This is an optimization exercise on Yosys and OpenROAD, whose aim is small area, not a production implementation.
Function was checked by simulation only, so behaviour that the tests miss may differ from the original.
Power and IR drop assume default switching activity.

== JK ==
## ex_top
module ex_top
(
    input  logic              clk,
    input  logic              rst_n_i,
    input  logic              in_valid_i,
    output logic              in_ready_o,
    input  logic [XLEN-1:0]   inst_i,
    input  logic [XLEN-1:0]   inst_addr_i,
    input  logic [XLEN-1:0]   op1_i,
    input  logic [XLEN-1:0]   op2_i,
    output logic              res_valid_o,
    input  logic              res_ready_i,
    output logic [XLEN-1:0]   res_data_o,
    output logic [REG_AW-1:0] res_rd_o,
    output logic              res_wb_en_o,
    output logic              jump_en_o,
    output logic [XLEN-1:0]   jump_addr_o
);
    localparam int W = XLEN + REG_AW + 2;  
    logic [6:0]      opcode;
    logic [2:0]      f3;
    logic            is_alu;
    logic            is_br;
    logic            sub;
    logic [XLEN-1:0] bx;
    logic            cout;
    logic            lt_u;
    logic            lt_s;
    logic            eq;
    logic            cond;
    logic            take;
    logic [XLEN-1:0] sh_out;
    logic            fill;
    logic [XLEN-1:0] target;
    logic [XLEN-1:0] val;
    logic [W-1:0]    ent_nxt;
    assign opcode = inst_i[6:0];
    assign f3     = inst_i[14:12];
    assign is_alu = (opcode == 7'h33) || (opcode == 7'h13);
    assign is_br  = (opcode == 7'h63);
    assign sub = inst_i[6] || (!f3[2] && f3[1]) ||
                 (f3 == 3'd0 && inst_i[5] && inst_i[30]);
    assign bx  = op2_i ^ {XLEN{sub}};
    logic [XLEN-1:0] p, g;
    assign p = op1_i ^ bx;
    assign g = op1_i & bx;
    localparam int NL = 9;
    logic [XLEN-1:0] gl [NL+1];
    logic [XLEN-1:0] pl [NL+1];
    assign gl[0] = {g[XLEN-1:1], g[0] | (p[0] & sub)};
    assign pl[0] = p;
    for (genvar l = 0; l < NL; l++) begin : g_pfx
  ...
Settings: LEC_CHECK=0, ABC_AREA=1, CAP_MARGIN=0, CORE_MARGIN=2, CORE_UTILIZATION=60, CTS_BUF_LIST=sky130_fd_sc_hd__clkbuf_8, GPL_TIMING_DRIVEN=0, SLEW_MARGIN=0; clock period 5.5 ns.
standard.sh (not shown) runs the stock make flow with config.mk's settings and CLKGATE_MAP_FILE= SYNTH_SCRIPT=/design/flow/synth_recipe.tcl, a recipe that flattens the netlist after the stock synthesis.
==> flow/flow/run.sh <==
#!/bin/bash
# Standard layout, but with the smallest buffer on every input and output port,
# and synthesis's buffers removed at floorplan (timing-driven placement, which
# would otherwise remove them, is off in config.mk).
set -euo pipefail
export BUFFER_PORTS_ARGS="-buffer_cell sky130_fd_sc_hd__buf_1"
export REMOVE_ABC_BUFFERS=1
bash standard.sh > standard.log 2>&1
No stage failed in JK, and the final checks on the layout all came back clean.
Here is what was changed in the inputs of MS compared with JK.
Settings: removing GPL_TIMING_DRIVEN (formerly 0).
==> flow/flow/run.sh <==
#!/bin/bash
# Standard layout, but with the smallest buffer on every input and output port.
set -euo pipefail
export BUFFER_PORTS_ARGS="-buffer_cell sky130_fd_sc_hd__buf_1"
bash standard.sh > standard.log 2>&1
### Flow results
MS finished every stage and its layout cleared the timing, DRC and antenna checks.
Between MS and JK, the combined flip-flop and latch cell area figures differ only marginally.
There was hardly any difference in post-route cell area between JK and MS.
Any difference in area overhead of the layout relative to synthesis between JK and MS is small enough to ignore.
The cell count number comes out lower for JK vs MS.
On MS: setup slack is 0.60 ns higher than what JK gave.

== red ==
Another version of the RTL of ex_top (not shown whole).
Size in the first run: about 160 flip-flops, roughly 210 I/O pins, about 0.012 sq mm of cells after synthesis.
Settings: LEC_CHECK=0, ABC_AREA=1, CAP_MARGIN=0, CORE_MARGIN=2, CORE_UTILIZATION=60, CTS_BUF_LIST=sky130_fd_sc_hd__clkbuf_8, SLEW_MARGIN=0; clock period 5.5 ns.
==> flow/flow/run.sh <==
#!/bin/bash
# Standard layout, but with the smallest buffer on every input and output port.
set -euo pipefail
export BUFFER_PORTS_ARGS="-buffer_cell sky130_fd_sc_hd__buf_1"
bash standard.sh > standard.log 2>&1
Relative to red, the following input files were edited for blue:
- changing CAP_MARGIN from 0 to 20
- changing SLEW_MARGIN from 0 to 20
- changing CORE_UTILIZATION from 60 to 40
[summary]
Across red and blue, the outcome is the same: a clean finish for every run. From blue to red, xor and xnor fraction of the mapped netlist area did not move at all. Max wire length reported by the detailed router across red and blue: blue. Least setup slack across all paths after layout ended up 180 ps lower on blue than on red. The run showing the greater starting density of the core is red. Going from red to blue, the post-route cell area was found to have gone up by about 1.8%. Summary: with red as the reference, width of the die in blue moved up by more than 10%. In the reports for red and blue, the smaller length of routed met2 wiring belongs to red. Delta (blue minus red): number of buffers and inverters on the critical path picked up an extra 2; minimum clock period picked up an extra 180 ps; average via count per standard cell lost 7.5%.

## run A
ex_top, a different RTL version from the one above (not shown whole).
For scale: about 1500 cells after synthesis, ~160 flip-flops, roughly 0.011 mm2 of cells after synthesis.
// ex_top
module ex_top
(
    input  logic              clk,
    input  logic              rst_n_i,
    input  logic              in_valid_i,
    output logic              in_ready_o,
    input  logic [XLEN-1:0]   inst_i,
    input  logic [XLEN-1:0]   inst_addr_i,
    input  logic [XLEN-1:0]   op1_i,
    input  logic [XLEN-1:0]   op2_i,
    output logic              res_valid_o,
    input  logic              res_ready_i,
    output logic [XLEN-1:0]   res_data_o,
    output logic [REG_AW-1:0] res_rd_o,
    output logic              res_wb_en_o,
    output logic              jump_en_o,
    output logic [XLEN-1:0]   jump_addr_o
);
Settings: LEC_CHECK=0, ABC_AREA=1, CAP_MARGIN=0, CORE_MARGIN=2, CORE_UTILIZATION=65, CTS_BUF_LIST=sky130_fd_sc_hd__clkbuf_4, SLEW_MARGIN=0; clock period 5.5 ns.
Scripts as last shown in full above: flow/flow/run.sh
Here is what was changed in the inputs of run B compared with run A.
==> flow/flow/run.sh <==
#!/bin/bash
# Standard layout with three changes: the smallest buffer on every input and
# output port, no dummy load cells added by clock tree synthesis, and
# downsizing of gates off the critical paths after global routing.
set -euo pipefail
export BUFFER_PORTS_ARGS="-buffer_cell sky130_fd_sc_hd__buf_1"
export CTS_ARGS="-sink_clustering_enable -repair_clock_nets -buf_list sky130_fd_sc_hd__clkbuf_4 -dont_use_dummy_load"
export RECOVER_POWER=100
bash standard.sh > standard.log 2>&1
--- outcome ---
- Switching share of total power ended up 0.42 points higher on run B than on run A.
- The combinational power on run B is in line with that on run A.
- Run B -> stages 100% | layout checks FAIL | capacitance limit, slew limit
- Higher mean routed wirelength per cell goes to run A over run B.
- [compare] base=run A new=run B: total non-filler cell area in the finished layout -1.7%; routed wire length decreased by 900 um relative to the old numbers; sequential fraction of total cell area now larger.
- Sort run B and run A by number of clock-tree buffers in the layout desc -> top: run A
- Met2 usage in global routing: higher on run A
- Delta(total power, run B - run A) < 0
- | required time of the critical path | run B vs run A | 0.03 ns higher |
Edits applied to the flow inputs when going from run B to run C:
Settings: swapping sky130_fd_sc_hd__clkbuf_4 for sky130_fd_sc_hd__clkbuf_8 in CTS_BUF_LIST; swapping 65 for 60 in CORE_UTILIZATION.
==> flow/flow/run.sh <==
#!/bin/bash
# Standard layout with two changes: the smallest buffer on every input and
# output port, and no dummy load cells added by clock tree synthesis.
set -euo pipefail
export BUFFER_PORTS_ARGS="-buffer_cell sky130_fd_sc_hd__buf_1"
export CTS_ARGS="-sink_clustering_enable -repair_clock_nets -buf_list sky130_fd_sc_hd__clkbuf_8 -dont_use_dummy_load"
bash standard.sh > standard.log 2>&1
--- outcome ---
- In run B the implementation ran to completion but is not tape-out ready, as the final checks report capacitance limit, slew limit.
- Run C completed every stage of the flow, and the final layout passed the timing, DRC and antenna checks.
- The part of the total power dissipated in combinational logic number comes out lower for run C vs run B.
- Core occupancy in the finished layout: lower on run C
- Between run B and run C, the flow reports placed wire-length estimate increasing by a few percent.
- Comparing run C and run B, worst setup slack is higher on run C.
- Via count of the first global-routing pass sits higher in run C than in run B.
- Final RePlAce weighted congestion | run C above run B
- Cmp run C vs run B: worst hold margin lower in run C
- Looking at worst-path cell with the longest stage delay, the nor3_1 result is from run B; the buf_1 one comes from run C.
- Taking run B as the reference point, the depth of the critical timing path with buffers and inverters included of run C rises by 8.
- Run C vs run B, sequential fraction of total cell area went down by 0.52 points.

-- static timing again, ports no longer ideal --
No port has a modelled driver above. Below, the same layouts with a new extraction and two added sets of constraints.
Step 1 (the two cells are an assumption about what drives the block):
set clk [get_ports {clk}]
set_driving_cell -lib_cell sky130_fd_sc_hd__clkbuf_16 $clk
set_driving_cell -lib_cell sky130_fd_sc_hd__buf_2 [delete_from_list [all_inputs] $clk]
Step 2 times the ports against the registers' clock, not the clock port: input delays grow and output delays shrink by t, the midpoint of the rising clock arrivals with the driver on.
Slacks: ideal ports / drivers / drivers and shift; pairs: ideal ports / drivers.
run | t (ns) | setup slack, ns | hold slack, ns | cell pins on the clock port's net
JK | 0.453 | 0.576 / 0.582 / 0.129 | 0.420 / 0.420 / 0.420 | 1
MS | 0.462 | 1.176 / 1.184 / 0.722 | 0.419 / 0.419 / 0.419 | 1
red | 0.473 | 0.667 / 0.682 / 0.209 | 0.414 / 0.414 / 0.414 | 1
blue | 0.457 | 0.488 / 0.488 / 0.031 | 0.419 / 0.419 / 0.419 | 1
run A | 0.550 | 1.327 / 1.324 / 0.774 | 0.380 / 0.377 / 0.428 | 1
run B | 0.527 | 0.763 / 0.780 / 0.253 | 0.406 / 0.399 / 0.408 | 1
run C | 0.463 | 1.358 / 1.356 / 0.893 | 0.397 / 0.397 / 0.397 | 1
The setup slack of run A, which loses most, moves by -0.003 ns with the drivers and by -0.553 ns with both steps.
